This is an optimization exercise on Yosys and OpenROAD, whose aim is a short achievable clock period and few clock cycles per item, not a production implementation.
In this exercise RTL edits were held to simulation tests only and were not proved equivalent to the original.
The flow treats the clock pin as an ideal source, which a real chip does not have.
Power is estimated from default activity; no workload was simulated.

`flow/config.mk`:
```
export PLATFORM = sky130hd
export DESIGN_NAME = ahb_sram
export DESIGN_NICKNAME = ahb_sram
export VERILOG_FILES = /design/flow/design.v
export SDC_FILE = /design/flow/constraint.sdc
export NUM_CORES = 8
export LEC_CHECK = 0
export ABC_CLOCK_PERIOD_IN_PS = 2000
export CAP_MARGIN = 20
export CORE_MARGIN = 2
export CORE_UTILIZATION = 65
export CTS_CLUSTER_DIAMETER = 100
export CTS_CLUSTER_SIZE = 30
export PLACE_DENSITY = 0.72
export SETUP_SLACK_MARGIN = 4.0
export SLEW_MARGIN = 20
export SYNTH_HIERARCHICAL = 1
```
`flow/constraint.sdc`:
```
create_clock -name core_clock -period 6.0 [get_ports {HCLK}]
set_input_delay 1.2000 -clock core_clock [delete_from_list [all_inputs] [get_ports {HCLK}]]
set_output_delay 1.2000 -clock core_clock [all_outputs]
set_load 0.01 [all_outputs]
```
`flow/design.v`:
```
package ahb_sram_pkg;
  localparam int HADDR_W = 32;
  localparam int HDATA_W = 32;
  localparam int HBE_W   = HDATA_W / 8;
  typedef logic [HADDR_W-1:0]   haddr_t;
  typedef logic [HDATA_W-1:0]   hdata_t;
  typedef logic [HBE_W-1:0]     hbe_t;
  typedef logic [HADDR_W-3:0]   word_idx_t;
  typedef enum logic [1:0] {
    HTRANS_IDLE   = 2'b00,
    HTRANS_BUSY   = 2'b01,
    HTRANS_NONSEQ = 2'b10,
    HTRANS_SEQ    = 2'b11
  } htrans_e;
  typedef enum logic [2:0] {
    HSIZE_BYTE  = 3'b000,
    HSIZE_HWORD = 3'b001,
    HSIZE_WORD  = 3'b010
  } hsize_e;
  typedef enum logic {
    HRESP_OKAY  = 1'b0,
    HRESP_ERROR = 1'b1
  } hresp_e;
  typedef struct packed {
    logic      we;
    hbe_t      be;
    word_idx_t idx;
  } mem_wr_t;
  typedef struct packed {
    logic      re;
    word_idx_t idx;
    logic      bypass;
  } mem_rd_t;
  function automatic hbe_t lane_enables(hsize_e size, logic [1:0] offset);
    hbe_t mask;
    case (size)
      3'b000:  mask = 4'b0001;
      3'b001:  mask = 4'b0011;
      default:     mask = 4'b1111;
    endcase
    lane_enables = mask << offset;
  endfunction
endpackage
`timescale 1ns/1ps
module ahb_sram_dec4_n (
  input  logic [3:0]  a,
  output logic [15:0] y_n
);
  for (genvar j = 0; j < 16; j++) begin : g_out
    assign y_n[j] = ~(a == j);
  end
endmodule
module ahb_sram_dec4 (
  input  logic [3:0]  a,
  output logic [15:0] y
);
  logic [3:0] a_n;
  logic [3:0] p0_n;
  logic [3:0] p1_n;
  for (genvar k = 0; k < 4; k++) begin : g_inv
    ahb_sram_inv u_inv (
      .a (a[k]),
      .y (a_n[k])
    );
  end
  for (genvar j = 0; j < 4; j++) begin : g_pre
    ahb_sram_nand2 u_p0 (
      .a ((j % 2) ? a[0] : a_n[0]),
      .b ((j / 2) ? a[1] : a_n[1]),
      .y (p0_n[j])
    );
    ahb_sram_nand2 u_p1 (
      .a ((j % 2) ? a[2] : a_n[2]),
      .b ((j / 2) ? a[3] : a_n[3]),
      .y (p1_n[j])
    );
  end
  for (genvar j = 0; j < 16; j++) begin : g_out
    ahb_sram_nor2 u_out (
      .a (p0_n[j % 4]),
      .b (p1_n[j / 4]),
      .y (y[j])
    );
  end
endmodule
module ahb_sram_addr_phase (
  input  logic                  HCLK,
  input  logic                  HRESETn,
  input  logic                  HSEL,
  input  ahb_sram_pkg::haddr_t  HADDR,
  input  logic                  HWRITE,
  input  ahb_sram_pkg::hsize_e  HSIZE,
  input  ahb_sram_pkg::htrans_e HTRANS,
  input  logic                  HREADY,
  output logic [3:0][15:0]      wr_lo_n,
  output logic [3:0][15:0]      wr_hi_n,
  output logic [3:0][15:0]      rd_lo,
  output logic [3:0][15:0]      rd_hi,
  output logic [3:0]            rd_bypass
);
  logic               active;
  logic               wr_accept;
  logic               wr_we;
  ahb_sram_pkg::hbe_t be;
  ahb_sram_pkg::hbe_t wr_be;
  logic [7:0]         idx;
  logic [7:0]         phase_idx;
  logic               same_word;
  assign active    = HSEL && HTRANS[1];
  assign wr_accept = HREADY && active && HWRITE;
  assign idx = HADDR[9:2];
  assign be  = ahb_sram_pkg::lane_enables(HSIZE, HADDR[1:0]);
  always_ff @(posedge HCLK or negedge HRESETn) begin
    if (!HRESETn) begin
      wr_we <= 1'b0;
    end else begin
      wr_we <= wr_accept;
    end
  end
  always_ff @(posedge HCLK) begin
    wr_be     <= be;
    phase_idx <= idx;
  end
  for (genvar b = 0; b < 4; b++) begin : g_wr_lane
    logic [15:0] lo_n;
    logic [15:0] hi_n;
    ahb_sram_dec4_n u_dec_lo (
      .a   (idx[3:0]),
      .y_n (lo_n)
    );
    ahb_sram_dec4_n u_dec_hi (
      .a   (idx[7:4]),
      .y_n (hi_n)
    );
    always_ff @(posedge HCLK or negedge HRESETn) begin
      if (!HRESETn) begin
        wr_lo_n[b] <= '1;
      end else begin
        wr_lo_n[b] <= lo_n | {16{!(wr_accept && be[b])}};
      end
    end
    always_ff @(posedge HCLK) begin
      wr_hi_n[b] <= hi_n;
    end
  end
  for (genvar b = 0; b < 4; b++) begin : g_rd_lane
    ahb_sram_dec4 u_dec_lo (
      .a (idx[3:0]),
      .y (rd_lo[b])
    );
    ahb_sram_dec4 u_dec_hi (
      .a (idx[7:4]),
      .y (rd_hi[b])
    );
  end
  assign same_word = wr_we && (phase_idx == idx);
  assign rd_bypass = same_word ? wr_be : 4'b0000;
endmodule
`timescale 1ns/1ps
module ahb_sram_aoi22 (
  input  logic a1,
  input  logic a2,
  input  logic b1,
  input  logic b2,
  output logic y
);
  assign y = ~((a1 & a2) | (b1 & b2));
endmodule
module ahb_sram_inv (
  input  logic a,
  output logic y
);
  assign y = ~a;
endmodule
module ahb_sram_nand2 (
  input  logic a,
  input  logic b,
  output logic y
);
  assign y = ~(a & b);
endmodule
module ahb_sram_nor2 (
  input  logic a,
  input  logic b,
  output logic y
);
  assign y = ~(a | b);
endmodule
module ahb_sram_rd_bit (
  input  logic [15:0]  col,
  input  logic [15:0]  row,
  input  logic [255:0] d,
  output logic         y
);
  logic [15:0][7:0] l1_n;
  logic [15:0][3:0] l2;
  logic [15:0][1:0] l3_n;
  logic [15:0]      l4;
  logic [7:0]       l5_n;
  logic [3:0]       l6;
  logic [1:0]       l7_n;
  for (genvar r = 0; r < 16; r++) begin : g_row
    for (genvar p = 0; p < 8; p++) begin : g_l1
      ahb_sram_aoi22 u_g (
        .a1 (col[2*p]),
        .a2 (d[16*r + 2*p]),
        .b1 (col[2*p+1]),
        .b2 (d[16*r + 2*p+1]),
        .y  (l1_n[r][p])
      );
    end
    for (genvar q = 0; q < 4; q++) begin : g_l2
      ahb_sram_nand2 u_g (
        .a (l1_n[r][2*q]),
        .b (l1_n[r][2*q+1]),
        .y (l2[r][q])
      );
    end
    for (genvar m = 0; m < 2; m++) begin : g_l3
      ahb_sram_nor2 u_g (
        .a (l2[r][2*m]),
        .b (l2[r][2*m+1]),
        .y (l3_n[r][m])
      );
    end
    ahb_sram_nand2 u_l4 (
      .a (l3_n[r][0]),
      .b (l3_n[r][1]),
      .y (l4[r])
    );
  end
  for (genvar k = 0; k < 8; k++) begin : g_l5
    ahb_sram_aoi22 u_g (
      .a1 (row[2*k]),
      .a2 (l4[2*k]),
      .b1 (row[2*k+1]),
      .b2 (l4[2*k+1]),
      .y  (l5_n[k])
    );
  end
  for (genvar k = 0; k < 4; k++) begin : g_l6
    ahb_sram_nand2 u_g (
      .a (l5_n[2*k]),
      .b (l5_n[2*k+1]),
      .y (l6[k])
    );
  end
  for (genvar k = 0; k < 2; k++) begin : g_l7
    ahb_sram_nor2 u_g (
      .a (l6[2*k]),
      .b (l6[2*k+1]),
      .y (l7_n[k])
    );
  end
  ahb_sram_nand2 u_l8 (
    .a (l7_n[0]),
    .b (l7_n[1]),
    .y (y)
  );
endmodule
module ahb_sram_out_bit (
  input  logic HCLK,
  input  logic rd,
  input  logic wd,
  input  logic bypass,
  output logic y
);
  logic rd_q;
  logic wd_q;
  logic byp_q;
  logic keep_q;
  logic rd_keep_n;
  logic wd_pick_n;
  always_ff @(posedge HCLK) begin
    rd_q   <= rd;
    wd_q   <= wd;
    byp_q  <= bypass;
    keep_q <= ~bypass;
  end
  ahb_sram_nand2 u_keep (
    .a (rd_q),
    .b (keep_q),
    .y (rd_keep_n)
  );
  ahb_sram_nand2 u_pick (
    .a (wd_q),
    .b (byp_q),
    .y (wd_pick_n)
  );
  ahb_sram_nand2 u_out (
    .a (rd_keep_n),
    .b (wd_pick_n),
    .y (y)
  );
endmodule
module sram_1r1w (
  input  logic                  HCLK,
  input  logic [3:0][15:0]      wr_lo_n,
  input  logic [3:0][15:0]      wr_hi_n,
  input  ahb_sram_pkg::hdata_t  wdata,
  input  logic [3:0][15:0]      rd_lo,
  input  logic [3:0][15:0]      rd_hi,
  input  logic [3:0]            rd_bypass,
  output ahb_sram_pkg::hdata_t  rdata
);
  logic [255:0][31:0] mem;
  logic [3:0][255:0]  wr_en;
  logic [31:0]        rd_word;
  for (genvar b = 0; b < 4; b++) begin : g_lane
    for (genvar i = 0; i < 256; i++) begin : g_word
      ahb_sram_nor2 u_wr (
        .a (wr_lo_n[b][i % 16]),
        .b (wr_hi_n[b][i / 16]),
        .y (wr_en[b][i])
      );
      always_ff @(posedge HCLK) begin
        if (wr_en[b][i]) begin
          mem[i][8*b +: 8] <= wdata[8*b +: 8];
        end
      end
    end
  end
  for (genvar n = 0; n < 32; n++) begin : g_bit
    logic [255:0] col;
    for (genvar i = 0; i < 256; i++) begin : g_col
      assign col[i] = mem[i][n];
    end
    ahb_sram_rd_bit u_rd (
      .col (rd_lo[n / 8]),
      .row (rd_hi[n / 8]),
      .d   (col),
      .y   (rd_word[n])
    );
  end
  for (genvar n = 0; n < 32; n++) begin : g_out
    ahb_sram_out_bit u_out (
      .HCLK   (HCLK),
      .rd     (rd_word[n]),
      .wd     (wdata[n]),
      .bypass (rd_bypass[n / 8]),
      .y      (rdata[n])
    );
  end
endmodule
`timescale 1ns/1ps
module ahb_sram_resp (
  output logic HREADYOUT
);
  assign HREADYOUT = 1'b1;
endmodule
`timescale 1ns/1ps
module ahb_sram #(
  parameter int MEM_DEPTH         = 256,
  parameter bit REGISTERED_OUTPUT = 1'b0
) (
  input  logic                  HCLK,
  input  logic                  HRESETn,
  input  logic                  HSEL,
  input  ahb_sram_pkg::haddr_t  HADDR,
  input  ahb_sram_pkg::hdata_t  HWDATA,
  output ahb_sram_pkg::hdata_t  HRDATA,
  input  logic                  HWRITE,
  input  ahb_sram_pkg::hsize_e  HSIZE,
  input  logic [2:0]            HBURST,
  input  logic [3:0]            HPROT,
  input  ahb_sram_pkg::htrans_e HTRANS,
  input  logic                  HMASTLOCK,
  input  logic                  HREADY,
  output logic                  HREADYOUT,
  output ahb_sram_pkg::hresp_e  HRESP
);
  logic [3:0][15:0] wr_lo_n;
  logic [3:0][15:0] wr_hi_n;
  logic [3:0][15:0] rd_lo;
  logic [3:0][15:0] rd_hi;
  logic [3:0]       rd_bypass;
  assign HRESP = ahb_sram_pkg::HRESP_OKAY;
  ahb_sram_addr_phase u_addr_phase (
    .HCLK      (HCLK),
    .HRESETn   (HRESETn),
    .HSEL      (HSEL),
    .HADDR     (HADDR),
    .HWRITE    (HWRITE),
    .HSIZE     (HSIZE),
    .HTRANS    (HTRANS),
    .HREADY    (HREADY),
    .wr_lo_n   (wr_lo_n),
    .wr_hi_n   (wr_hi_n),
    .rd_lo     (rd_lo),
    .rd_hi     (rd_hi),
    .rd_bypass (rd_bypass)
  );
  sram_1r1w u_sram (
    .HCLK      (HCLK),
    .wr_lo_n   (wr_lo_n),
    .wr_hi_n   (wr_hi_n),
    .wdata     (HWDATA),
    .rd_lo     (rd_lo),
    .rd_hi     (rd_hi),
    .rd_bypass (rd_bypass),
    .rdata     (HRDATA)
  );
  ahb_sram_resp u_resp (
    .HREADYOUT (HREADYOUT)
  );
endmodule
```
`flow/flow/run.sh`:
```
#!/bin/bash
# Layout flow: the standard ORFS flow (standard.sh) with one hook,
# latency.tcl, which sets the expected clock insertion delay on the ideal
# clock before floorplanning. make's output goes to flow_make.log in the work
# folder; ORFS's per-step logs are under orfs/logs.
set -euo pipefail
HERE=$(cd "$(dirname "$0")" && pwd)
export PRE_FLOORPLAN_TCL=$HERE/latency.tcl
bash standard.sh > flow_make.log 2>&1
```
`flow/flow/latency.tcl`:
```
set_clock_latency 0.95 [all_clocks]
```
`flow/standard.sh`:
```
#!/bin/bash
# synth_recipe.tcl (not shown) runs the flow's synth.tcl, then flattens the netlist and writes it again
# the make line also repeats each setting of config.mk as NAME=value (left out here)
make -C /OpenROAD-flow-scripts/flow DESIGN_CONFIG=/design/flow/config.mk WORK_HOME=/design/flow/orfs CLKGATE_MAP_FILE= SYNTH_SCRIPT=/design/flow/synth_recipe.tcl "${@:-finish}"
```
==> summary.md, run 1 <==
| Metric | Value |
|---|---|
| Skew-Pair Late Insertion Delay | 1.03 ns |
| Final setup viols | 0 |
| Max FO, Critical Path | 1 |
| CP startpoint kind | register |
| Setup_tns | 0 ns |
| Design area | 365000 µm² |
| Share of layout cells above drive strength 1 | 33.7% |
| Status | no timing/DRC/antenna violations |
| Upper clock frequency limit | 0.345 GHz |
| Depth of the CTS H-tree | 5 |
| First-pass GRT wire length | 1190 mm |
| Slew Limit Fails | 0 |
| Post-DRT Antenna Nets | 0 |
| Post-Syn Nets | 18300 |
| Grt ovf | 0 |
| Slew HR | 22.5% |
| Asr flop ratio synth | 0.768% |
| Synth warn | 9 |
| Sequential cell area fraction in the yosys report | 76.8% |
| Psw | 21.1 mW |
| Post-synth EDFFs | 8192 |
| Ports | 116 |
| Vias per inst | 6.76 |
| Core area | 502000 µm² |
| Distinct cells, synth | 31 |
| DR vias | 179000 |
| Sw Ratio | 21.4% |
| Vias in the first global route | 170000 |
| Area grow syn2layout | 11.3% |
| Syn Inst Count | 18300 |
| Sequential share of power | 65.8% |
| Clock tree buffer depth | 4 |
| Mapped cell area | 328000 µm² |
| Post-synthesis compound-gate area fraction | 16.6% |
| Wirelength, routed | 869 mm |
| R2R depth | 2 |
| Clock Sinks | 8461 |
| Ys flop type | edfxtp_1 |
| DR DRC count | 0 |
| Maxcap violations | 0 |
| DP HPWL | 456 mm |
| DRT Pass-1 Iters | 6 |
| Worst min path class | in -> async |
| Die Ht | 714 µm |
| GPL Wtd Cong | 0.831 |
| Clock Power Share | 28.3% |
| Die Wd | 714 µm |
| Setup slack, reg-to-reg | 4.02 ns |
| Post-Synth XOR/XNOR Area | 0.0214% |
| Adder-cell area share of the yosys netlist | 0% |
| RSZ-0062 raised after global routing | true |
| Synth Register Bits | 8461 |
| PwrDens | 270 nW/µm² |
| Pleak | 114 nW |
| P_int | 77.4 mW |
| Clock-pin slew on the worst setup and hold paths | 0.11 ns |
| Global Route Usage Sum | 32.1% |
| Reg2Reg Capture Point | u_sram.mem[150] |
| Clock buffer count from CTS | 321 |
| Initial antenna violation count | 25 |
| Wire length per cell | 32.8 µm |
| Nets | 19700 |
| Final hold violations | 0 |
| Mux contribution to synthesized area | 0% |
| Initial core utilization | 65.3% |
| Critical Path End Type | output port |
| Clock skew | 0.0438 ns |
| Average size of a mapped cell | 18.0 µm² |
| CTS tree | yes |
| Fin crit share | 48.3% |
| Reg2Reg Launch Point | u_addr_phase.wr_lo_n[36] |
| Detailed Route Iter0 Violations | 23900 |
| Comb power frac | 5.9% |
| Row cnt | 260 |
| PortBufs | 82 |
| Worst Path Arrival | 1.70 ns |
| Worst VDD drop | 0.261 mV |
| Setup CP Type | reg -> out |
| Least-Margin Pin Slew | 1.16 ns |
| Crit path time final | 2.90 ns |
| Synth Area in Simple Gates | 6.41% |
| Hold buffers post-CTS | 0 |
| Main combinational cell family by area after synthesis | compound AO/OA/AOI/OAI gates |
| Placement Cell Area | 342000 µm² |
| Root Driver | clkbuf_16 |
| DIE AREA | 510000 µm² |
| Largest net degree at the start of global routing | 195 |
| Required @ worst endpoint | 4.80 ns |
cell families (layout without fill, tap and decap cells):
family / count (synthesis) / after routing
simple gates: 5325 / 5328
other cells: 2 / 8
flops: 8461 / 8461
buf+inv: 107 / 1645
xor+xnor: 8 / 8
compound gates: 4359 / 4359
critical path, stage by stage (launching register included):
cell and delay, ns:
dfxtp_2 0.37, nand2_2 0.06, nand2_4 0.11, buf_6 0.11
worst max-delay path by stage:
stage / from / endpoint / slack, ns / cells past startpoint
4_1_cts: u_sram.g_out[20].u_out.rd_q / HRDATA[20] / 3.02 / 3
2_1_floorplan: HADDR[2] / u_sram.g_out[24].u_out.rd_q / 1.18 / 11
5_1_grt: u_sram.g_out[26].u_out.rd_q / HRDATA[26] / 3.06 / 3
3_3_place_gp: HADDR[4] / u_sram.g_out[3].u_out.rd_q / 1.08 / 13
6_report: u_sram.g_out[17].u_out.rd_q / HRDATA[17] / 3.10 / 3
3_5_place_dp: HADDR[4] / u_sram.g_out[3].u_out.rd_q / 1.03 / 13
layout make-up:
class / count / area (µm²)
clock inverters: 8 / 93.8
flip-flops and latches: 8461 / 252000
inverters: 69 / 299
fillers: 29800 / 137000
well taps: 6681 / 8360
multi-input cells: 9697 / 78800
clock buffers: 546 / 9350
diodes: 6 / 15.0
repair buffers: 1022 / 16000
per-layer routing:
| metal | vias to the layer above | GRT usage [%] | part of all wire, % |
|---|---|---|---|
| li1 | 75300 | - | - |
| met3 | 1286 | 4.83 | 9.8 |
| met2 | 9491 | 51.3 | 48 |
| met5 | - | 0 | 0.0029 |
| met1 | 93000 | 46.9 | 39 |
| met4 | 4 | 9.30 | 3.6 |
sequential cells by signal, summed over array words and instances, names as in the netlist:
| name | cells |
|---|---|
| u_sram.mem | 8192 |
| u_addr_phase.wr_hi_n | 64 |
| u_addr_phase.wr_lo_n | 64 |
| u_sram.g_out.u_out.byp_q | 32 |
| u_sram.g_out.u_out.keep_q | 32 |
| u_sram.g_out.u_out.rd_q | 32 |
| u_sram.g_out.u_out.wd_q | 32 |
| u_addr_phase.phase_idx | 8 |
| u_addr_phase.wr_be | 4 |
| u_addr_phase.wr_we | 1 |
synthesized netlist by cell type (all sizes together) (3+ instances only):
library cell,n,area [µm²]
or2b,12,90.1
or4,8,90.1
nand2b,37,239
clkbuf,25,93.8
xnor2,8,70.1
edfxtp,8192,246000
inv,69,259
a21oi,3,18.8
nor4,4,25.0
or2,16,100
or4b,32,350
nand2,2882,10800
nand4bb,48,541
dfstp,64,1680
buf,13,120
nand4,10,62.6
a22oi,4352,54500
nor2,2243,8420
dfxtp,204,4080
nand4b,32,280
timing repair:
item / CTS / global route
pin swaps: 367 / 464
cloned: 102 / 87
endpoints found under the setup margin: 5446 / 629
buffers inserted: 247 / 130
hold endpoints to repair: 0 / 0
resized for setup: 1175 / 513
Yosys stat by module, one instance, submodules excluded, excerpt:
| module | cell area [µm²] | cells inside | copies in the design |
|---|---|---|---|
| ahb_sram | 11.3 | 2 | 1 |
| ahb_sram_addr_phase | 3890 | 242 | 1 |
| ahb_sram_aoi22 | 12.5 | 1 | 4352 |
| ahb_sram_dec4_n | 186 | 20 | 8 |
| ahb_sram_nand2 | 3.75 | 1 | 2880 |
| ahb_sram_nor2 | 3.75 | 1 | 2240 |
| ahb_sram_out_bit | 83.8 | 5 | 32 |
| ahb_sram_resp | 11.3 | 2 | 1 |
placed cells by master, fill, tap and decap left out, types with 5 or more instances in the layout:
| cell | instances |
|---|---|
| clkdlybuf4s50_1 | 8 |
| nand4_1 | 10 |
| dfxtp_4 | 14 |
| dfxtp_2 | 30 |
| clkinvlp_4 | 8 |
| buf_16 | 134 |
| or4b_1 | 24 |
| nand4b_1 | 32 |
| inv_6 | 5 |
| bufbuf_16 | 24 |
| diode_2 | 6 |
| xnor2_1 | 6 |
| buf_12 | 225 |
| nand2_8 | 16 |
| nor2_4 | 148 |
| or4_4 | 8 |
| nor2_2 | 303 |
| clkbuf_1 | 202 |
| nand2b_1 | 36 |
| nand2_4 | 36 |
| buf_8 | 64 |
| nand2_2 | 279 |
| inv_1 | 56 |
| clkbuf_16 | 417 |
| buf_6 | 134 |
| nand2_1 | 2551 |
| edfxtp_1 | 8192 |
| buf_4 | 342 |
| dfstp_2 | 11 |
| or2b_1 | 12 |
| or2_2 | 16 |
| dfxtp_1 | 160 |
| nor2_1 | 1795 |
| nand4bb_1 | 48 |
| or4b_4 | 8 |
| dfstp_4 | 53 |
| a22oi_2 | 4352 |
| buf_2 | 16 |
power groups by stage:
| stage | sequential, mW | clock (mW) | combinational [mW] |
|---|---|---|---|
| after global placement | 66.2 | 0 | 4.75 |
| after CTS | 64.9 | 28.1 | 5.41 |
| after floorplan | 66.1 | 0 | 2.39 |
| after detailed placement | 66.2 | 0 | 4.85 |
| final | 64.9 | 27.9 | 5.79 |
| after global routing | 64.9 | 30.0 | 6.04 |
stage by stage:
step                instances  utilization, %  hold WS (ns)  power, mW  setup slack (ns)
floorplan               18300               -         0.554       68.5              1.18
global placement        25400            68.1         0.736       71.0              1.08
detailed placement      25400            68.1         0.753       71.1              1.03
CTS                     26300            71.8         0.284       98.4              3.02
global route            26500            72.7         0.352        101              3.06
finish                  26500            72.7         0.323       98.6              3.10
Testbench counts, summed over its fixed seeds: cycles 160,008, items 160,000.
==> run 2: changes to the inputs <==
--- a/flow/config.mk
+++ b/flow/config.mk
@@ -7,6 +7,7 @@
 export LEC_CHECK = 0
 export ABC_CLOCK_PERIOD_IN_PS = 2000
 export CAP_MARGIN = 20
+export CORE_ASPECT_RATIO = 0.7
 export CORE_MARGIN = 2
 export CORE_UTILIZATION = 65
 export CTS_CLUSTER_DIAMETER = 100
==> run 2 against run 1 <==
Net effect: still clean; count of clock-buffer cells in the layout is 18 lower; via count is 1.9% higher; clock power hardly changed; clock skew is 0.0076 ns higher; combinational power is 3% higher; sequential cell count stayed put; non-clock buffer count is 28 lower; maximum frequency is 1.7% lower; first-iteration DRC count is 23% higher; sequential power hardly changed; global-route usage is 0.97 points higher; cell count hardly changed; largest power group unchanged.
==> summary.md, run 2 <==
| Metric | Value |
|---|---|
| Synth area leaders | edfxtp_1 (75%), a22oi_2 (17%), nand2_1 (3.3%) |
| DR DRC count | 0 (unchanged) |
| Area grow syn2layout | 11.4% (about the same) |
| P_int | 77.2 mW (-0.30%) |
| Number of flip-flops in the largest register | 8192 (unchanged) |
| Vias in the first global route | 169000 (-0.17%) |
| Asr flop ratio synth | 0.768% (unchanged) |
| Adder-cell area share of the yosys netlist | 0% (unchanged) |
| Least-Margin Pin Slew | 1.16 ns (-0.00263 ns) |
| RSZ-0062 raised after global routing | true |
| Max FO, Critical Path | 1 (unchanged) |
| Setup CP Type | reg -> out |
| Largest net degree at the start of global routing | 170 (-13%) |
| Post-DRT Antenna Nets | 0 (unchanged) |
| Clock-pin slew on the worst setup and hold paths | 0.12 ns (about the same) |
| GPL Wtd Cong | 0.853 (+2.6%) |
| Initial antenna violation count | 28 (+12%) |
| Comb power frac | 6.1% (+0.2 points) |
| DR vias | 182000 (+1.9%) |
| Sequential cell area fraction in the yosys report | 76.8% (unchanged) |
| Clock Power Share | 28.1% (-0.2 points) |
| Psw | 21.4 mW (+1.3%) |
| Synth Register Bits | 8461 (unchanged) |
| Average size of a mapped cell | 18.0 µm² (unchanged) |
| Die Wd | 853 µm (+19%) |
| Row cnt | 218 (-16%) |
| Synth warn | 9 (unchanged) |
| Grt ovf | 0 (unchanged) |
| Mapped cell area | 328000 µm² (unchanged) |
| PortBufs | 82 (unchanged) |
| Die Ht | 598 µm (-16%) |
| Post-synthesis compound-gate area fraction | 16.6% (unchanged) |
| Distinct cells, synth | 31 (unchanged) |
| Sequential share of power | 65.8% (about the same) |
| Detailed Route Iter0 Violations | 29600 (+23%) |
| DIE AREA | 510000 µm² (about the same) |
| Upper clock frequency limit | 0.340 GHz (-1.7%) |
| Mux contribution to synthesized area | 0% (unchanged) |
| Share of layout cells above drive strength 1 | 34.2% (+0.58 points) |
| Top cells by count, synth | edfxtp_1 (8192), a22oi_2 (4352), nand2_1 (2882) |
| Depth of the CTS H-tree | 5 (unchanged) |
| Ports | 116 (unchanged) |
| Reg with most FFs | u_sram.mem |
| Wire length per cell | 33.9 µm (+3.4%) |
| Slew HR | 22.7% (+0.18 points) |
| DRT Pass-1 Iters | 6 (unchanged) |
| Worst VDD drop | 0.257 mV (-1.5%) |
| Most numerous cell in the Yosys netlist | edfxtp_1 |
| Skew-Pair Late Insertion Delay | 1.08 ns (+0.05 ns) |
| Setup_tns | 0 ns (unchanged) |
| Largest regs | u_sram.mem x8192, u_addr_phase.wr_hi_n x64, u_addr_phase.wr_lo_n x64 |
| M2 GR Usage | 48.4% (-3.0 points) |
| Met3 usage | 6.63% (+1.8 points) |
| Met1 Use GR | 52.3% (+5.4 points) |
| Post-Route Utilization | 72.6% (-0.081 points) |
| Core area | 503000 µm² (+0.20%) |
| Maxcap violations | 0 (unchanged) |
| Worst min path class | in -> async |
| Sw Ratio | 21.7% (+0.26 points) |
| Yosys top cell by area | edfxtp_1 |
| Final hold violations | 0 (unchanged) |
| Post-Synth XOR/XNOR Area | 0.0214% (unchanged) |
| Clock skew | 0.0513 ns (+0.00755 ns) |
| DP HPWL | 463 mm (+1.4%) |
| Clock tree buffer depth | 4 (unchanged) |
| Initial core utilization | 65.2% (-0.13 points) |
| Post-synth EDFFs | 8192 (unchanged) |
| Global Route Usage Sum | 33.1% (+0.97 points) |
| Post-Syn Nets | 18300 (unchanged) |
| Required @ worst endpoint | 4.80 ns (about the same) |
| Synth Area in Simple Gates | 6.41% (unchanged) |
| Wirelength, routed | 899 mm (+3.4%) |
| Root Driver | clkbuf_16 |
| Main combinational cell family by area after synthesis | compound AO/OA/AOI/OAI gates |
| Nets | 19600 (-0.15%) |
| Ys flop type | edfxtp_1 |
| Fin crit share | 49.1% (+0.82 points) |
| Status | no timing/DRC/antenna violations |
| Most frequent cells in the layout | edfxtp_1 (8192), a22oi_2 (4352), nand2_1 (2473), nor2_1 (1730), clkbuf_16 (409) |
| CTS tree | yes |
| Crit path time final | 2.94 ns (+0.0494 ns) |
| Vias per inst | 6.89 (+1.9%) |
| Final setup viols | 0 (unchanged) |
| CP startpoint kind | register |
| Synth top area share | 75.0% (unchanged) |
| Critical Path End Type | output port |
| Clock buffer count from CTS | 320 (-0.31%) |
| Worst Path Arrival | 1.74 ns (+0.04 ns) |
| Clock Sinks | 8461 (unchanged) |
| Slew Limit Fails | 0 (unchanged) |
| Syn Inst Count | 18300 (unchanged) |
| Pleak | 114 nW (-0.11%) |
| PwrDens | 270 nW/µm² (about the same) |
| Commonest non-fill, non-tap cell in the layout | edfxtp_1 |
| First-pass GRT wire length | 1220 mm (+2.6%) |
| Global-route layer with the greatest usage | met1 |
run 2: kinds of logic after synthesis:
group / after synthesis
compound gates: 4359
xor+xnor: 8
buf+inv: 107
flops: 8461
other cells: 2
simple gates: 5325
run 2: area by class of cell:
| type | instances | area (µm²) |
|---|---|---|
| sequential | 8461 | 252000 |
| fill | 30100 | 138000 |
| multi-input combinational | 9697 | 79500 |
| timing repair buffer | 994 | 16000 |
| clock buffer | 528 | 9110 |
| tap | 6710 | 8400 |
| inverter | 69 | 297 |
| clock inverter | 10 | 93.8 |
| antenna | 12 | 30.0 |
run 2: critical path, cell delays in order (launching register included):
cell     delay (ns)
dfxtp_4        0.43
nand2_4        0.07
nand2_1        0.05
buf_2          0.12
run 2: per-stage QoR:
step | power (mW) | hold WS, ns | worst slack [ns] | instance area (µm²) | std cells
detailed placement | 71.1 | 0.722 | 1.02 | 342000 | 25300
CTS | 98.2 | 0.302 | 3.01 | 360000 | 26200
floorplan | 68.5 | 0.554 | 1.18 | 328000 | 18300
global placement | 71.0 | 0.719 | 1.10 | 342000 | 25300
finish | 98.6 | 0.355 | 3.06 | 365000 | 26500
global route | 101 | 0.359 | 3.01 | 365000 | 26500
run 2: repair_timing:
action	CTS	global route
pin swaps	394	468
setup endpoints to repair	3715	462
endpoints found under the hold margin	0	0
setup buffers	206	165
gates cloned	121	99
hold buffers	0	0
resized for setup	1310	579
run 2: Yosys stat by module (local to each module, per instance), a selection:
module	cell area (µm²)	times used
ahb_sram_inv	3.75	32
ahb_sram	11.3	1
ahb_sram_nor2	3.75	2240
ahb_sram_addr_phase	3890	1
ahb_sram_aoi22	12.5	4352
ahb_sram_nand2	3.75	2880
ahb_sram_dec4_n	186	8
ahb_sram_out_bit	83.8	32
sram_1r1w	246000	1
ahb_sram_resp	11.3	1
run 2: path summary, 6_finish.rpt:
check / slack, ns / endpoint / startpoint / cells after the start
worst max register to register: 3.90 / u_sram.mem[4449] / u_addr_phase.wr_lo_n[11] / 1
worst min-delay path: 0.36 / u_addr_phase.wr_we / HRESETn / 1
min in group core_clock: 0.53 / u_addr_phase.wr_hi_n[63] / HADDR[8] / 2
max in group asynchronous: 5.05 / u_addr_phase.wr_we / HRESETn / 1
worst max-delay path: 3.06 / HRDATA[22] / u_sram.g_out[22].u_out.rd_q / 3
worst min register to register: 0.72 / u_sram.g_out[1].u_out.byp_q / u_addr_phase.wr_be[0] / 3
run 2: power by group through the flow:
stage          clock [mW]  sequential [mW]  combinational, mW
2_1_floorplan           0             66.1               2.39
3_3_place_gp            0             66.2               4.79
3_5_place_dp            0             66.2               4.88
4_1_cts              27.8             64.9               5.49
5_1_grt              29.7             64.9               6.19
6_report             27.7             64.9               5.97
run 2: per-layer routing:
layer	share of wire, %	vias up
li1	-	75200
met1	40	94300
met2	44	11700
met3	13	1211
met4	2.8	14
met5	0.047	-
==> run 3: changes to the inputs <==
--- a/flow/config.mk
+++ b/flow/config.mk
@@ -7,12 +7,11 @@
 export LEC_CHECK = 0
 export ABC_CLOCK_PERIOD_IN_PS = 2000
 export CAP_MARGIN = 20
-export CORE_ASPECT_RATIO = 0.7
 export CORE_MARGIN = 2
 export CORE_UTILIZATION = 65
 export CTS_CLUSTER_DIAMETER = 100
 export CTS_CLUSTER_SIZE = 30
 export PLACE_DENSITY = 0.72
-export SETUP_SLACK_MARGIN = 4.0
+export SETUP_SLACK_MARGIN = 4.5
 export SLEW_MARGIN = 20
 export SYNTH_HIERARCHICAL = 1
==> run 3 against run 2 <==
Net effect: register-to-register slack gained 0.09 ns; synthesized area did not move; design area rose by 2.6%; critical path depth did not move; highest routed layer unchanged; combinational power increased by 1%; sequential share of layout area decreased by 1.7 points; largest cell class unchanged; still clean on timing, DRC and antenna; power up 0.32%; critical endpoint is now HRDATA[17]; largest power group unchanged; worst hold slack lost 0.029 ns; synthesized cell count unchanged.
==> summary.md, run 3 <==
| Metric | Value |
|---|---|
| WHS | 0.327 ns (-0.0285 ns) |
| Clock tree buffer depth | 4 (unchanged) |
| Root Driver | clkbuf_16 |
| Final hold violations | 0 (unchanged) |
| Most frequent cells in the layout | edfxtp_1 (8192), a22oi_2 (4352), nand2_1 (2553), nor2_2 (968), nor2_1 (774) |
| Setup CP Type | reg -> out |
| Required @ worst endpoint | 4.80 ns (about the same) |
| Vias in the first global route | 172000 (+1.8%) |
| Final setup viols | 0 (unchanged) |
| CP startpoint kind | register |
| Row cnt | 260 (+19%) |
| Initial core utilization | 65.3% (+0.13 points) |
| Top cells by count, synth | edfxtp_1 (8192), a22oi_2 (4352), nand2_1 (2882) |
| Fin crit share | 48.7% (-0.39 points) |
| GPL Wtd Cong | 0.831 (-2.5%) |
| Post-synth EDFFs | 8192 (unchanged) |
| Pleak | 117 nW (+2.5%) |
| Ys flop type | edfxtp_1 |
| Clock Sinks | 8461 (unchanged) |
| Critical Path End Type | output port |
| Die Ht | 714 µm (+19%) |
| DRT Pass-1 Iters | 8 (+2) |
| DR DRC count | 0 (unchanged) |
| Synth area leaders | edfxtp_1 (75%), a22oi_2 (17%), nand2_1 (3.3%) |
| First-pass GRT wire length | 1240 mm (+1.3%) |
| Commonest non-fill, non-tap cell in the layout | edfxtp_1 |
| Footprint of the multi-input gates | 83300 µm² (+4.8%) |
| Worst VDD drop | 0.254 mV (-1.0%) |
| Design area | 375000 µm² (+2.6%) |
| Nets | 19900 (+1.6%) |
| Initial antenna violation count | 21 (-25%) |
| Filler instances | 28300 (-6.0%) |
| Most numerous cell in the Yosys netlist | edfxtp_1 |
| Placement Cell Area | 342000 µm² (+0.11%) |
| Setup ws final | 3.08 ns (+0.0235 ns) |
| CP Cell Sequence | nand2_1 > nand2_4 > buf_6 |
| Status | no timing/DRC/antenna violations |
| Synth Register Bits | 8461 (unchanged) |
| Core area | 502000 µm² (-0.20%) |
| Asr flop ratio synth | 0.768% (unchanged) |
| Crit path time final | 2.92 ns (-0.0235 ns) |
| R2R depth | 8 (+7) |
| Slowest cell delay on critical path | 0.33 ns (-0.10 ns) |
| CP max stage cell | dfxtp_1 |
| Clock skew | 0.0488 ns (-0.00257 ns) |
| CP Launch Point | u_sram.g_out[17].u_out.byp_q |
| Dpl ws | 1.03 ns (+0.00822 ns) |
| Detailed Route Iter0 Violations | 26500 (-10%) |
| Max FO, Critical Path | 1 (unchanged) |
| Mapped cell area | 328000 µm² (unchanged) |
| Clock buffer count from CTS | 321 (+0.31%) |
| Sequential cell area fraction in the yosys report | 76.8% (unchanged) |
| Vias per inst | 6.83 (-0.85%) |
| Synth warn | 9 (unchanged) |
| RSZ-0062 raised after global routing | true |
| Grt ovf | 0 (unchanged) |
| Setup slack, reg-to-reg | 3.99 ns (+0.09 ns) |
| Storage element area | 252000 µm² (about the same) |
| PwrDens | 264 nW/µm² (-2.2%) |
| Reg2Reg Capture Point | u_sram.g_out[28].u_out.rd_q |
| Average size of a mapped cell | 18.0 µm² (unchanged) |
| Worst min path class | in -> async |
| Post-Route Utilization | 74.7% (+2.0 points) |
| Reg2Reg Launch Point | u_sram.mem[7388] |
| CTS tree | yes |
| Slew HR | 30.5% (+7.8 points) |
| Largest regs | u_sram.mem x8192, u_addr_phase.wr_hi_n x64, u_addr_phase.wr_lo_n x64 |
| Area grow syn2layout | 14.3% |
| Global Route Usage Sum | 33.7% (+0.59 points) |
| Yosys top cell by area | edfxtp_1 |
| Post-Syn Nets | 18300 (unchanged) |
| Maxcap violations | 0 (unchanged) |
| Distinct cells, synth | 31 (unchanged) |
| Depth of the CTS H-tree | 5 (unchanged) |
| PortBufs | 82 (unchanged) |
| Setup_tns | 0 ns (unchanged) |
| DIE AREA | 510000 µm² (about the same) |
| DR vias | 183000 (+0.23%) |
| Least-Margin Pin Slew | 1.04 ns (-0.121 ns) |
| Worst Path Arrival | 1.72 ns (-0.02 ns) |
| Number of flip-flops in the largest register | 8192 (unchanged) |
| Largest net degree at the start of global routing | 150 (-12%) |
| Reg with most FFs | u_sram.mem |
| Wirelength, routed | 912 mm (+1.4%) |
| Upper clock frequency limit | 0.342 GHz (+0.80%) |
| Synth top area share | 75.0% (unchanged) |
| Share of layout cells above drive strength 1 | 40.1% (+5.9 points) |
| DP HPWL | 456 mm (-1.4%) |
| Skew-Pair Late Insertion Delay | 1.04 ns (-0.04 ns) |
| Wire length per cell | 34.1 µm (+0.35%) |
| Slew Limit Fails | 0 (unchanged) |
| Clock-pin slew on the worst setup and hold paths | 0.12 ns (about the same) |
| Post-DRT Antenna Nets | 0 (unchanged) |
| Syn Inst Count | 18300 (unchanged) |
| Die Wd | 714 µm (-16%) |
| Ports | 116 (unchanged) |
## run 3: cell counts after synthesis
Identical to the previous run, type by type.
## run 3: worst max-delay path by stage
stage / end / slack (ns)
floorplan: u_sram.g_out[24].u_out.rd_q / 1.18
global placement: u_sram.g_out[3].u_out.rd_q / 1.08
detailed placement: u_sram.g_out[3].u_out.rd_q / 1.03
CTS: HRDATA[20] / 3.02
global route: HRDATA[17] / 3.04
finish: HRDATA[17] / 3.08
## run 3: cell type report
class,count,area share (%)
Clock inverter,8,0.0250
Clock buffer,546,2.49
Inverter,69,0.0864
Sequential cell,8461,67.3
Multi-Input combinational cell,9697,22.2
Tap cell,6681,2.23
Timing Repair Buffer,1298,5.69
Antenna cell,9,0.00601
## run 3: critical path: cells and delay by family, from the launching register on
| kind | cells | cell delay, ns |
|---|---|---|
| flip-flops | 1 | 0.33 |
| AND/OR/NAND/NOR | 2 | 0.21 |
| buffers and inverters | 1 | 0.14 |
## run 3: repair_timing
action | CTS | global route
pin swaps | 374 | 454
setup buffers | 482 | 156
hold buffers | 0 | 0
gates resized for setup | 2596 | 844
gates cloned | 121 | 83
endpoints found under the setup margin | 12400 | 4359
## run 3: logic make-up (layout without fill, tap and decap cells)
group	Yosys count	after routing	share of synthesized area, %
flip-flops	8461	8461	76.8
AO/OA/AOI/OAI	4359	4359	16.6
buffers and inverters	107	1921	0.144
XOR/XNOR	8	8	0.0214
other	2	11	0.00229
AND/OR/NAND/NOR	5325	5328	6.41
## run 3: metrics by stage
stage               std cells  power (mW)
detailed placement      25400        71.1
CTS                     26500        98.6
floorplan               18300        68.5
finish                  26800        98.9
global placement        25400        71.0
global route            26800         101
## run 3: routing by layer
metal	global-route usage, %	share of wire (%)	vias up
li1	-	-	75900
met1	48.7	38	94700
met2	53.1	47	10600
met3	5.62	11	1595
met4	11.5	4.6	10
met5	0	0.0069	-
## run 3: where the power goes
group	internal [mW]	total [mW]	switching (mW)
clock network	10.9	28.0	17.1
registers	64.7	64.9	0.181
logic	1.94	6.04	4.10
total	77.5	98.9	21.4
## run 3: per-module statistics from Yosys (local to each module, per instance), excerpt
module	copies in the design	cells inside
ahb_sram_nor2	2240	1
ahb_sram_resp	1	2
ahb_sram_nand2	2880	1
sram_1r1w	1	8192
ahb_sram_inv	32	1
ahb_sram_dec4_n	8	20
ahb_sram_aoi22	4352	1
ahb_sram_addr_phase	1	242
ahb_sram	1	2
==> run 4: changes to the inputs <==
--- a/flow/config.mk
+++ b/flow/config.mk
@@ -8,10 +8,10 @@
 export ABC_CLOCK_PERIOD_IN_PS = 2000
 export CAP_MARGIN = 20
 export CORE_MARGIN = 2
-export CORE_UTILIZATION = 65
+export CORE_UTILIZATION = 72
 export CTS_CLUSTER_DIAMETER = 100
 export CTS_CLUSTER_SIZE = 30
-export PLACE_DENSITY = 0.72
-export SETUP_SLACK_MARGIN = 4.5
+export PLACE_DENSITY = 0.78
+export SETUP_SLACK_MARGIN = 3.5
 export SLEW_MARGIN = 20
 export SYNTH_HIERARCHICAL = 1
==> run 4 against run 3 <==
Net effect: still clean; worst setup slack worse by 0.023 ns; wire length down 4.1%; maximum frequency down 0.77%; power down 0.54%; sequential share of layout area up 2.3 points; critical path depth unchanged; via count down 0.63%; highest routed layer unchanged.
==> summary.md, run 4 <==
| Metric | Value |
|---|---|
| Most numerous cell in the Yosys netlist | edfxtp_1 |
| CP Buf/Inv Count | 1 (unchanged) |
| CP startpoint kind | register |
| R2R depth | 1 (-7) |
| Setup CP Type | reg -> out |
| DRT Pass-1 Iters | 8 (unchanged) |
| DIE AREA | 461000 µm² (-9.7%) |
| Final setup viols | 0 (unchanged) |
| CP max stage cell | dfxtp_4 |
| Clock Sinks | 8461 (unchanged) |
| Post-DRT Antenna Nets | 0 (unchanged) |
| Vias per inst | 7.09 (+3.7%) |
| Reg2Reg Capture Point | u_sram.mem[5756] |
| Clock-pin slew on the worst setup and hold paths | 0.11 ns (about the same) |
| Synth area leaders | edfxtp_1 (75%), a22oi_2 (17%), nand2_1 (3.3%) |
| Setup slack, reg-to-reg | 3.66 ns (-0.33 ns) |
| Grt ovf | 0 (unchanged) |
| Average size of a mapped cell | 18.0 µm² (unchanged) |
| Worst Path Arrival | 1.74 ns (+0.02 ns) |
| Ys flop type | edfxtp_1 |
| Wirelength, routed | 874 mm (-4.1%) |
| Worst VDD drop | 0.354 mV (+39%) |
| Initial antenna violation count | 15 (-29%) |
| DR DRC count | 0 (unchanged) |
| Crit-path most repeated cell | nand2_1 |
| PwrDens | 272 nW/µm² (+2.9%) |
| Core area | 453000 µm² (-9.7%) |
| Slew Limit Fails | 0 (unchanged) |
| Worst min path class | in -> async |
| Critical Path End Type | output port |
| Largest net degree at the start of global routing | 167 (+11%) |
| Asr flop ratio synth | 0.768% (unchanged) |
| Mapped cell area | 328000 µm² (unchanged) |
| Depth of the CTS H-tree | 5 (unchanged) |
| Ports | 116 (unchanged) |
| Syn Inst Count | 18300 (unchanged) |
| Synth Register Bits | 8461 (unchanged) |
| Status | no timing/DRC/antenna violations |
| PortBufs | 82 (unchanged) |
| Clock tree buffer depth | 4 (unchanged) |
| Row cnt | 247 (-5.0%) |
| Fin crit share | 49.1% (+0.38 points) |
| Slowest cell delay on critical path | 0.42 ns (+0.09 ns) |
| Synth warn | 9 (unchanged) |
| Reg2Reg Launch Point | u_addr_phase.wr_lo_n[51] |
| CTS tree | yes |
| Number of flip-flops in the largest register | 8192 (unchanged) |
| WHS | 0.343 ns (+0.0160 ns) |
| Upper clock frequency limit | 0.340 GHz (-0.77%) |
| DP HPWL | 446 mm (-2.3%) |
| Global Route Usage Sum | 35.4% (+1.7 points) |
| Detailed Route Iter0 Violations | 27500 (+4.0%) |
| GPL Wtd Cong | 0.874 (+5.2%) |
| Largest regs | u_sram.mem x8192, u_addr_phase.wr_hi_n x64, u_addr_phase.wr_lo_n x64 |
| First-pass GRT wire length | 1180 mm (-4.2%) |
| Vias in the first global route | 173000 (+0.14%) |
| Top cells by count, synth | edfxtp_1 (8192), a22oi_2 (4352), nand2_1 (2882) |
| Wire length per cell | 34.1 µm (about the same) |
| Required @ worst endpoint | 4.80 ns (about the same) |
| Clock buffer count from CTS | 320 (-0.31%) |
| Yosys top cell by area | edfxtp_1 |
| DR vias | 182000 (-0.63%) |
| Root Driver | clkbuf_16 |
| Area grow syn2layout | 10.5% |
| Critical path's top delay family | flip-flops |
| Share of layout cells above drive strength 1 | 33.4% (-6.7 points) |
| Setup_tns | 0 ns (unchanged) |
| Least-Margin Pin Slew | 1.32 ns (+0.284 ns) |
| Initial core utilization | 72.4% (+7.0 points) |
| Reg with most FFs | u_sram.mem |
| Skew-Pair Late Insertion Delay | 1.04 ns (about the same) |
| Slew HR | 11.8% (-19 points) |
| Post-synth EDFFs | 8192 (unchanged) |
| Maxcap violations | 0 (unchanged) |
| Pleak | 113 nW (-3.1%) |
| Clock skew | 0.0461 ns (-0.00270 ns) |
| Most frequent cells in the layout | edfxtp_1 (8192), a22oi_2 (4352), nand2_1 (2542), nor2_1 (1763), clkbuf_16 (421) |
| Max FO, Critical Path | 1 (unchanged) |
| Crit path time final | 2.94 ns (+0.0226 ns) |
| Die Ht | 679 µm (-5.0%) |
| Nets | 19500 (-2.1%) |
| Sequential cell area fraction in the yosys report | 76.8% (unchanged) |
| Distinct cells, synth | 31 (unchanged) |
| RSZ-0062 raised after global routing | true |
| Commonest non-fill, non-tap cell in the layout | edfxtp_1 |
| Die Wd | 679 µm (-5.0%) |
| CP Cell Sequence | nand2_1 > nand2_1 > buf_2 |
| Final hold violations | 0 (unchanged) |
| Post-Syn Nets | 18300 (unchanged) |
| Synth top area share | 75.0% (unchanged) |
-- run 4: cell counts after synthesis --
No cell type changed its count.
-- run 4: cell type report --
cell class	instances	area (µm²)
diodes	10	25.0
clock buffers	552	9220
clock inverters	9	123
fillers	22600	90700
inverters	69	297
multi-input cells	9696	79000
flip-flops and latches	8461	252000
well taps	5976	7480
repair buffers	872	14300
-- run 4: kinds of logic (layout without fill, tap and decap cells) --
kind of cell / after synthesis / in the layout / share of synthesized area [%]
flops: 8461 / 8461 / 76.8
simple gates: 5325 / 5327 / 6.41
compound gates: 4359 / 4359 / 16.6
buf+inv: 107 / 1502 / 0.144
xor+xnor: 8 / 8 / 0.0214
other cells: 2 / 12 / 0.00229
-- run 4: per-stage QoR --
stage	utilization (%)	power, mW	instances	setup slack (ns)	cell area [µm²]
2_1_floorplan	-	68.5	18300	1.18	328000
3_3_place_gp	75.1	70.9	24600	1.14	340000
3_5_place_dp	75.1	71.0	24600	1.11	340000
4_1_cts	78.8	97.9	25400	2.99	357000
5_1_grt	80.0	100	25600	3.04	362000
6_report	80.0	98.4	25600	3.06	362000
-- run 4: how the worst max path moves through the flow --
stage	end	slack [ns]	cells past startpoint	startpoint
2_1_floorplan	u_sram.g_out[24].u_out.rd_q	1.18	11	HADDR[2]
3_3_place_gp	u_sram.g_out[18].u_out.rd_q	1.14	13	HADDR[4]
3_5_place_dp	u_sram.g_out[8].u_out.rd_q	1.11	13	HADDR[4]
4_1_cts	HRDATA[8]	2.99	3	u_sram.g_out[8].u_out.rd_q
5_1_grt	HRDATA[15]	3.04	3	u_sram.g_out[15].u_out.rd_q
6_report	HRDATA[15]	3.06	3	u_sram.g_out[15].u_out.rd_q
-- run 4: Yosys stat by module, one instance, submodules excluded, excerpt --
module,cell area (µm²),flip-flops and latches,times used,cells
ahb_sram_addr_phase,3890,141,1,242
ahb_sram_dec4_n,186,0,8,20
ahb_sram,11.3,0,1,2
ahb_sram_inv,3.75,0,32,1
sram_1r1w,246000,8192,1,8192
ahb_sram_nor2,3.75,0,2240,1
ahb_sram_out_bit,83.8,4,32,5
ahb_sram_resp,11.3,0,1,2
ahb_sram_nand2,3.75,0,2880,1
ahb_sram_aoi22,12.5,0,4352,1
-- run 4: what timing repair did --
| action | in CTS | in global routing |
|---|---|---|
| cloned | 89 | 118 |
| gates resized for setup | 948 | 684 |
| hold buffers | 0 | 0 |
| pin swaps | 250 | 492 |
| buffers inserted | 161 | 114 |
| endpoints found under the setup margin | 97 | 79 |
-- run 4: layer usage --
metal  vias up  routed length, µm  GRT usage (%)
met5         -                 21              0
met4         4              46000           14.6
met3      1873             101000           5.54
met2     11800             409000           55.6
met1     93100             318000           50.7
li1      74900                  -              -
-- run 4: power by group --
group	switching [mW]	internal, mW	leakage [nW]
Combinational	4.02	1.77	32.8
Sequential	0.162	64.8	76.0
Clock	16.9	10.7	4.45
Total	21.1	77.3	113
==> run 5: changes to the inputs <==
--- a/flow/design.v
+++ b/flow/design.v
@@ -258,6 +258,14 @@
     .y (y)
   );
 endmodule
+module ahb_sram_mux2i (
+  input  logic a0,
+  input  logic a1,
+  input  logic s,
+  output logic y
+);
+  assign y = ~(s ? a1 : a0);
+endmodule
 module ahb_sram_out_bit (
   input  logic HCLK,
   input  logic rd,
@@ -265,32 +273,24 @@
   input  logic bypass,
   output logic y
 );
-  logic rd_q;
-  logic wd_q;
+  logic rd_n;
+  logic rd_n_q;
+  logic wd_n_q;
   logic byp_q;
-  logic keep_q;
-  logic rd_keep_n;
-  logic wd_pick_n;
+  ahb_sram_inv u_inv (
+    .a (rd),
+    .y (rd_n)
+  );
   always_ff @(posedge HCLK) begin
-    rd_q   <= rd;
-    wd_q   <= wd;
+    rd_n_q <= rd_n;
+    wd_n_q <= ~wd;
     byp_q  <= bypass;
-    keep_q <= ~bypass;
   end
-  ahb_sram_nand2 u_keep (
-    .a (rd_q),
-    .b (keep_q),
-    .y (rd_keep_n)
-  );
-  ahb_sram_nand2 u_pick (
-    .a (wd_q),
-    .b (byp_q),
-    .y (wd_pick_n)
-  );
-  ahb_sram_nand2 u_out (
-    .a (rd_keep_n),
-    .b (wd_pick_n),
-    .y (y)
+  ahb_sram_mux2i u_out (
+    .a0 (rd_n_q),
+    .a1 (wd_n_q),
+    .s  (byp_q),
+    .y  (y)
   );
 endmodule
 module sram_1r1w (
--- a/flow/config.mk
+++ b/flow/config.mk
@@ -8,10 +8,10 @@
 export ABC_CLOCK_PERIOD_IN_PS = 2000
 export CAP_MARGIN = 20
 export CORE_MARGIN = 2
-export CORE_UTILIZATION = 72
+export CORE_UTILIZATION = 65
 export CTS_CLUSTER_DIAMETER = 100
 export CTS_CLUSTER_SIZE = 30
-export PLACE_DENSITY = 0.78
-export SETUP_SLACK_MARGIN = 3.5
+export PLACE_DENSITY = 0.72
+export SETUP_SLACK_MARGIN = 4.0
 export SLEW_MARGIN = 20
 export SYNTH_HIERARCHICAL = 1
==> run 5 against run 4 <==
Net effect: power fell by 0.22%; non-clock buffer count grew 140; register-to-register slack improved by 0.29 ns; largest cell class unchanged; highest routed layer unchanged.
==> summary.md, run 5 <==
| Metric | Value |
|---|---|
| Distinct cells, synth | 32 (+3.2%) |
| Largest regs | u_sram.mem x8192, u_addr_phase.wr_hi_n x64, u_addr_phase.wr_lo_n x64 |
| Upper clock frequency limit | 0.324 GHz (-4.6%) |
| DIE AREA | 509000 µm² (+11%) |
| Synth warn | 9 (unchanged) |
| Non-filler cells, final | 26400 (+3.0%) |
| Root Driver | clkbuf_16 |
| Post-Syn Nets | 18300 (-0.35%) |
| Footprint of the multi-input gates | 79100 µm² (+0.15%) |
| Wire length per cell | 33.0 µm (-3.1%) |
| Share of layout cells above drive strength 1 | 33.9% (+0.56 points) |
| Die Ht | 714 µm (+5.1%) |
| Largest net degree at the start of global routing | 200 (+20%) |
| Worst Path Arrival | 1.89 ns (+0.15 ns) |
| Setup CP Type | reg -> out |
| Sw Ratio | 21.5% (+0.071 points) |
| Most frequent cells in the layout | edfxtp_1 (8192), a22oi_2 (4352), nand2_1 (2480), nor2_1 (1744), clkbuf_16 (365) |
| Depth of the CTS H-tree | 5 (unchanged) |
| First-pass GRT wire length | 1220 mm (+3.1%) |
| P_int | 77.0 mW (-0.31%) |
| Mapped cell area | 327000 µm² (-0.17%) |
| Yosys top cell by area | edfxtp_1 |
| GPL Wtd Cong | 0.850 (-2.7%) |
| PwrDens | 269 nW/µm² (-0.86%) |
| Slowest cell delay on critical path | 0.38 ns (-0.04 ns) |
| Maxcap violations | 0 (unchanged) |
| Placement Cell Area | 342000 µm² (+0.36%) |
| Synth area leaders | edfxtp_1 (75%), a22oi_2 (17%), nand2_1 (3.2%) |
| Initial core utilization | 65.3% (-7.1 points) |
| DRT Pass-1 Iters | 6 (-2) |
| Setup_tns | 0 ns (unchanged) |
| Clock Sinks | 8429 (-0.38%) |
| DP HPWL | 452 mm (+1.5%) |
| Overall power | 98.2 mW (-0.22%) |
| Grt ovf | 0 (unchanged) |
| DR vias | 179000 (-1.6%) |
| Area grow syn2layout | 11.4% |
| CP startpoint kind | register |
| Placed cells | 25300 (+3.0%) |
| Clock tree buffer depth | 4 (unchanged) |
| Critical Path End Type | output port |
| Status | no timing/DRC/antenna violations |
| Comb power frac | 6.0% (about the same) |
| Vias in the first global route | 172000 (-0.33%) |
| Least-Margin Pin Slew | 1.18 ns (-0.144 ns) |
| Design area | 365000 µm² (+0.64%) |
| Number of flip-flops in the largest register | 8192 (unchanged) |
| Final setup viols | 0 (unchanged) |
| Detailed Route Iter0 Violations | 23600 (-14%) |
| Slew Limit Fails | 0 (unchanged) |
| Sequential cell area fraction in the yosys report | 76.7% (about the same) |
| Filler instances | 29900 (+32%) |
| Ys flop type | edfxtp_1 |
| Skew-Pair Late Insertion Delay | 1.05 ns (about the same) |
| Nets | 19600 (+0.38%) |
| CP Buf/Inv Count | 1 (unchanged) |
| Average size of a mapped cell | 18.0 µm² (+0.18%) |
| CTS tree | yes |
| Worst VDD drop | 0.263 mV (-26%) |
| Most numerous cell in the Yosys netlist | edfxtp_1 |
| Top cells by count, synth | edfxtp_1 (8192), a22oi_2 (4352), nand2_1 (2786) |
| Psw | 21.1 mW (+0.11%) |
| RSZ-0062 raised after global routing | true |
| Clock-pin slew on the worst setup and hold paths | 0.11 ns (about the same) |
| Syn Inst Count | 18200 (-0.35%) |
| Hold buffers post-CTS | 0 (unchanged) |
| Final hold violations | 0 (unchanged) |
| Max FO, Critical Path | 1 (unchanged) |
| Slew HR | 21.4% (+9.6 points) |
| Critical path's top delay family | flip-flops |
| Required @ worst endpoint | 4.80 ns (about the same) |
| Wirelength, routed | 873 mm (-0.15%) |
| Die Wd | 714 µm (+5.1%) |
| Asr flop ratio synth | 0.771% (+0.0029 points) |
| Pleak | 114 nW (+0.70%) |
| DR DRC count | 0 (unchanged) |
| Vias per inst | 6.76 (-4.5%) |
| Reg with most FFs | u_sram.mem |
| Clock skew | 0.0427 ns (-0.00339 ns) |
| PortBufs | 82 (unchanged) |
| Clock buffer count from CTS | 319 (-0.31%) |
| CP Cell Sequence | mux2i_4 > buf_2 |
| Global Route Usage Sum | 33.3% (-2.1 points) |
| Row cnt | 260 (+5.3%) |
| Ports | 116 (unchanged) |
| CP max stage cell | dfxtp_2 |
| Commonest non-fill, non-tap cell in the layout | edfxtp_1 |
| Synth Register Bits | 8429 (-0.38%) |
| Post-DRT Antenna Nets | 0 (unchanged) |
| Fin crit share | 51.4% (+2.4 points) |
| Post-synth EDFFs | 8192 (unchanged) |
| Initial antenna violation count | 25 (+10) |
| Storage element area | 251000 µm² (-0.19%) |
| WHS | 0.356 ns (+0.0133 ns) |
| Sequential share of power | 65.9% (about the same) |
| Core area | 502000 µm² (+11%) |
| Crit path time final | 3.09 ns (+0.143 ns) |
| Synth top area share | 75.2% (+0.13 points) |
| Worst min path class | in -> async |
| Clock Power Share | 28.1% (about the same) |
## run 5: cell count changes after synthesis, sizes merged
cell | previous run | this run
inv | 69 | 101
nand2 | 2882 | 2786
dfxtp | 204 | 172
mux2i | 0 | 32
## run 5: final cells by class
| type | instances | area share, % |
|---|---|---|
| clock buffers | 550 | 2.52 |
| repair buffers | 1012 | 4.40 |
| well taps | 6681 | 2.29 |
| inverters | 101 | 0.119 |
| clock inverters | 6 | 0.0192 |
| multi-input cells | 9632 | 21.7 |
| flip-flops and latches | 8429 | 68.9 |
| diodes | 10 | 0.00686 |
## run 5: path summary, 6_finish.rpt
kind / start / to / slack [ns] / depth (start not counted)
hold / removal: HRESETn / u_addr_phase.wr_we / 0.36 / 1
min in group core_clock: HWDATA[14] / u_sram.g_out[14].u_out.wd_n_q / 0.53 / 2
max in group asynchronous: HRESETn / u_addr_phase.wr_we / 5.06 / 1
hold reg to reg: u_addr_phase.wr_be[2] / u_sram.g_out[16].u_out.byp_q / 0.67 / 3
setup / recovery: u_sram.g_out[0].u_out.byp_q / HRDATA[0] / 2.91 / 2
setup reg to reg: u_addr_phase.wr_lo_n[31] / u_sram.mem[3054] / 3.95 / 1
## run 5: logic make-up (layout without fill, tap and decap cells)
group	count (synthesis)	after routing	synth area share [%]
compound gates	4359	4360	16.7
xor+xnor	8	8	0.0214
buf+inv	139	1669	0.181
flops	8429	8429	76.7
mux	32	32	0.0979
other cells	2	12	0.00229
simple gates	5229	5230	6.31
## run 5: Yosys stat by module (local to each module, per instance), excerpt
module,area (µm²),flops+latches,cells,copies in the design
ahb_sram_nand2,3.75,0,1,2784
ahb_sram_dec4_n,186,0,20,8
sram_1r1w,246000,8192,8192,1
ahb_sram_aoi22,12.5,0,1,4352
ahb_sram_nor2,3.75,0,1,2240
ahb_sram_out_bit,63.8,3,4,32
## run 5: metrics by stage
step | worst slack, ns | util, %
after detailed placement | 1.14 | 68.1
after global routing | 2.88 | 72.7
final | 2.91 | 72.7
after global placement | 1.15 | 68.1
after floorplan | 1.09 | -
after CTS | 2.84 | 72.2
## run 5: timing repair
| action | in CTS | in global routing |
|---|---|---|
| pin swaps | 409 | 361 |
| gates resized for setup | 1312 | 397 |
| cloned | 147 | 33 |
| buffers inserted | 291 | 65 |
| endpoints found under the setup margin | 5697 | 571 |
## run 5: layer usage
metal | global-route usage [%] | wire length, µm
met1 | 46.9 | 332000
met2 | 53.6 | 419000
met3 | 5.37 | 84000
met4 | 11.7 | 37800
met5 | 0 | 54
## run 5: power groups by stage
| stage | logic [mW] | clock network, mW | registers [mW] |
|---|---|---|---|
| floorplan | 2.39 | 0 | 65.9 |
| global placement | 4.77 | 0 | 66.0 |
| detailed placement | 4.86 | 0 | 66.0 |
| CTS | 5.57 | 27.8 | 64.7 |
| global route | 6.09 | 29.7 | 64.7 |
| finish | 5.84 | 27.6 | 64.7 |
Testbench counts of run 5, summed over its fixed seeds: cycles 160,008, items 160,000.
==> run 6: changes to the inputs <==
==> flow/flow/latency.tcl (replaced) <==
set_clock_latency 0.90 [all_clocks]
==> run 6 against run 5 <==
Net effect: critical endpoint is now HRDATA[1]; still clean on timing, DRC and antenna; critical path depth stayed put; non-clock buffer count is 22 lower; highest routed layer unchanged; largest power group unchanged; sequential cell count stayed put; clock power hardly changed; design area is 0.23% lower.
==> summary.md, run 6 <==
| Metric | Value |
|---|---|
| DP HPWL | 454 mm (+0.43%) |
| Wirelength, routed | 871 mm (-0.20%) |
| Clock buffer count from CTS | 319 (unchanged) |
| Footprint of the multi-input gates | 78900 µm² (-0.29%) |
| Ports | 116 (unchanged) |
| Critical Path End Type | output port |
| Worst VDD drop | 0.253 mV (-3.8%) |
| Setup_tns | 0 ns (unchanged) |
| Clock skew | 0.0496 ns (+0.00689 ns) |
| PwrDens | 269 nW/µm² (about the same) |
| Die Wd | 714 µm (unchanged) |
| Storage element area | 251000 µm² (about the same) |
| Wire length per cell | 33.0 µm (-0.23%) |
| Synth Register Bits | 8429 (unchanged) |
| R2R depth | 1 (unchanged) |
| Synth area leaders | edfxtp_1 (75%), a22oi_2 (17%), nand2_1 (3.2%) |
| Grt ovf | 0 (unchanged) |
| PortBufs | 82 (unchanged) |
| Commonest non-fill, non-tap cell in the layout | edfxtp_1 |
| Global Route Usage Sum | 32.7% (-0.55 points) |
| Most numerous cell in the Yosys netlist | edfxtp_1 |
| DR vias | 179000 (+0.012%) |
| GPL Wtd Cong | 0.843 (-0.88%) |
| CP max stage cell | dfxtp_2 |
| Pleak | 114 nW (-0.28%) |
| Slew HR | 19.9% (-1.5 points) |
| Clock Sinks | 8429 (unchanged) |
| Synth warn | 9 (unchanged) |
| RSZ-0062 raised after global routing | true |
| Initial antenna violation count | 21 (-16%) |
| Most frequent cells in the layout | edfxtp_1 (8192), a22oi_2 (4352), nand2_1 (2500), nor2_1 (1745), clkbuf_16 (374) |
| Row cnt | 260 (unchanged) |
| Distinct cells, synth | 32 (unchanged) |
| Post-Syn Nets | 18300 (unchanged) |
| Reg with most FFs | u_sram.mem |
| Ys flop type | edfxtp_1 |
| CP startpoint kind | register |
| Core area | 502000 µm² (unchanged) |
| Die Ht | 714 µm (unchanged) |
| Upper clock frequency limit | 0.324 GHz (about the same) |
| Initial core utilization | 65.3% (unchanged) |
| Setup CP Type | reg -> out |
| Crit path time final | 3.09 ns (+0.000260 ns) |
| Largest net degree at the start of global routing | 184 (-8.0%) |
| Design area | 364000 µm² (-0.23%) |
| Hold buffers post-CTS | 0 (unchanged) |
| CTS tree | yes |
| Filler instances | 30200 (+0.97%) |
| Slew Limit Fails | 0 (unchanged) |
| CP Cell Sequence | mux2i_4 > buf_2 |
| Max FO, Critical Path | 1 (unchanged) |
| Clock tree buffer depth | 4 (unchanged) |
| Top cells by count, synth | edfxtp_1 (8192), a22oi_2 (4352), nand2_1 (2786) |
| Skew-Pair Late Insertion Delay | 1.06 ns (about the same) |
| Syn Inst Count | 18200 (unchanged) |
| Asr flop ratio synth | 0.771% (unchanged) |
| Post-synth EDFFs | 8192 (unchanged) |
| Vias in the first global route | 172000 (-0.023%) |
| Clock-pin slew on the worst setup and hold paths | 0.11 ns (about the same) |
| Worst Path Arrival | 1.89 ns (about the same) |
| Placement Cell Area | 342000 µm² (about the same) |
| Mapped cell area | 327000 µm² (unchanged) |
| Final setup viols | 0 (unchanged) |
| Largest regs | u_sram.mem x8192, u_addr_phase.wr_hi_n x64, u_addr_phase.wr_lo_n x64 |
| Root Driver | clkbuf_16 |
| Least-Margin Pin Slew | 1.20 ns (+0.0227 ns) |
| Share of layout cells above drive strength 1 | 33.7% (-0.24 points) |
| DIE AREA | 509000 µm² (unchanged) |
| Number of flip-flops in the largest register | 8192 (unchanged) |
| DRT Pass-1 Iters | 6 (unchanged) |
| Maxcap violations | 0 (unchanged) |
| Overall power | 98.0 mW (-0.14%) |
| Detailed Route Iter0 Violations | 23800 (+0.91%) |
| Status | no timing/DRC/antenna violations |
| Vias per inst | 6.76 (about the same) |
| Fin crit share | 51.4% (about the same) |
| Area grow syn2layout | 11.1% |
| Depth of the CTS H-tree | 5 (unchanged) |
| Average size of a mapped cell | 18.0 µm² (unchanged) |
| Yosys top cell by area | edfxtp_1 |
| Nets | 19600 (-0.11%) |
| DR DRC count | 0 (unchanged) |
| WHS | 0.364 ns (+0.00800 ns) |
| Final hold violations | 0 (unchanged) |
| Slowest cell delay on critical path | 0.37 ns (about the same) |
| Worst min path class | in -> async |
| Synth top area share | 75.2% (unchanged) |
| Required @ worst endpoint | 4.80 ns (about the same) |
| Sequential cell area fraction in the yosys report | 76.7% (unchanged) |
| Post-DRT Antenna Nets | 0 (unchanged) |
| First-pass GRT wire length | 1210 mm (-1.1%) |
run 6: cell counts after synthesis:
Identical to the previous run, type by type.
run 6: per-module statistics from Yosys, one instance, submodules excluded, a selection:
module | cells | area [µm²]
ahb_sram_dec4_n | 20 | 186
ahb_sram_nor2 | 1 | 3.75
ahb_sram_aoi22 | 1 | 12.5
ahb_sram_out_bit | 4 | 63.8
ahb_sram_inv | 1 | 3.75
sram_1r1w | 8192 | 246000
ahb_sram_addr_phase | 242 | 3890
ahb_sram_mux2i | 1 | 10.0
ahb_sram | 2 | 11.3
ahb_sram_nand2 | 1 | 3.75
ahb_sram_resp | 2 | 11.3
run 6: timing repair:
item,in CTS,in global routing
setup buffers,266,77
endpoints found under the setup margin,5921,526
resized for setup,1151,469
cloned,113,55
pin swaps,351,415
run 6: path summary, 6_finish.rpt:
path | from | endpoint | slack [ns]
max in group asynchronous | HRESETn | u_addr_phase.wr_we | 5.06
setup reg to reg | u_addr_phase.wr_lo_n[57] | u_sram.mem[1340] | 3.91
hold / removal | HRESETn | u_addr_phase.wr_we | 0.36
hold reg to reg | u_addr_phase.wr_be[2] | u_sram.g_out[17].u_out.byp_q | 0.66
setup / recovery | u_sram.g_out[1].u_out.byp_q | HRDATA[1] | 2.91
min in group core_clock | HADDR[8] | u_addr_phase.wr_hi_n[60] | 0.56
run 6: stage by stage:
step	util, %	setup slack, ns	instances
final	72.5	2.91	26400
after global routing	72.5	2.89	26400
after CTS	71.9	2.88	26300
after detailed placement	68.1	1.31	25300
after global placement	68.1	1.14	25300
after floorplan	-	1.09	18200
run 6: power breakdown:
| part | leakage, nW | internal, mW | total [mW] | switching [mW] |
|---|---|---|---|---|
| combinational | 33.6 | 1.79 | 5.77 | 3.98 |
| sequential | 75.7 | 64.5 | 64.7 | 0.157 |
| clock | 4.38 | 10.6 | 27.6 | 17.0 |
| total | 114 | 76.9 | 98.0 | 21.1 |
run 6: cell type report:
class / instances / share of cell area (%)
Tap cell: 6681 / 2.30
Clock buffer: 564 / 2.52
Multi-Input combinational cell: 9633 / 21.7
Inverter: 101 / 0.115
Clock inverter: 5 / 0.0127
Timing Repair Buffer: 990 / 4.24
Sequential cell: 8429 / 69.1
Antenna cell: 28 / 0.0193
run 6: cells by family after synthesis:
logic type,synth area share [%]
other cells,0.00229
mux,0.0979
buf+inv,0.181
flops,76.7
xor+xnor,0.0214
simple gates,6.31
compound gates,16.7
run 6: metal layers:
metal  GRT usage [%]  wire length [µm]
met5          0.0848               122
met4            11.3             35300
met3            5.34             84200
met2            52.2            417000
met1            46.6            335000
run 6: worst max-delay path, delay by kind of cell (launching register included):
family                 cells  cell delay, ns
DFF                        1            0.37
buffers and inverters      1            0.19
muxes                      1            0.32
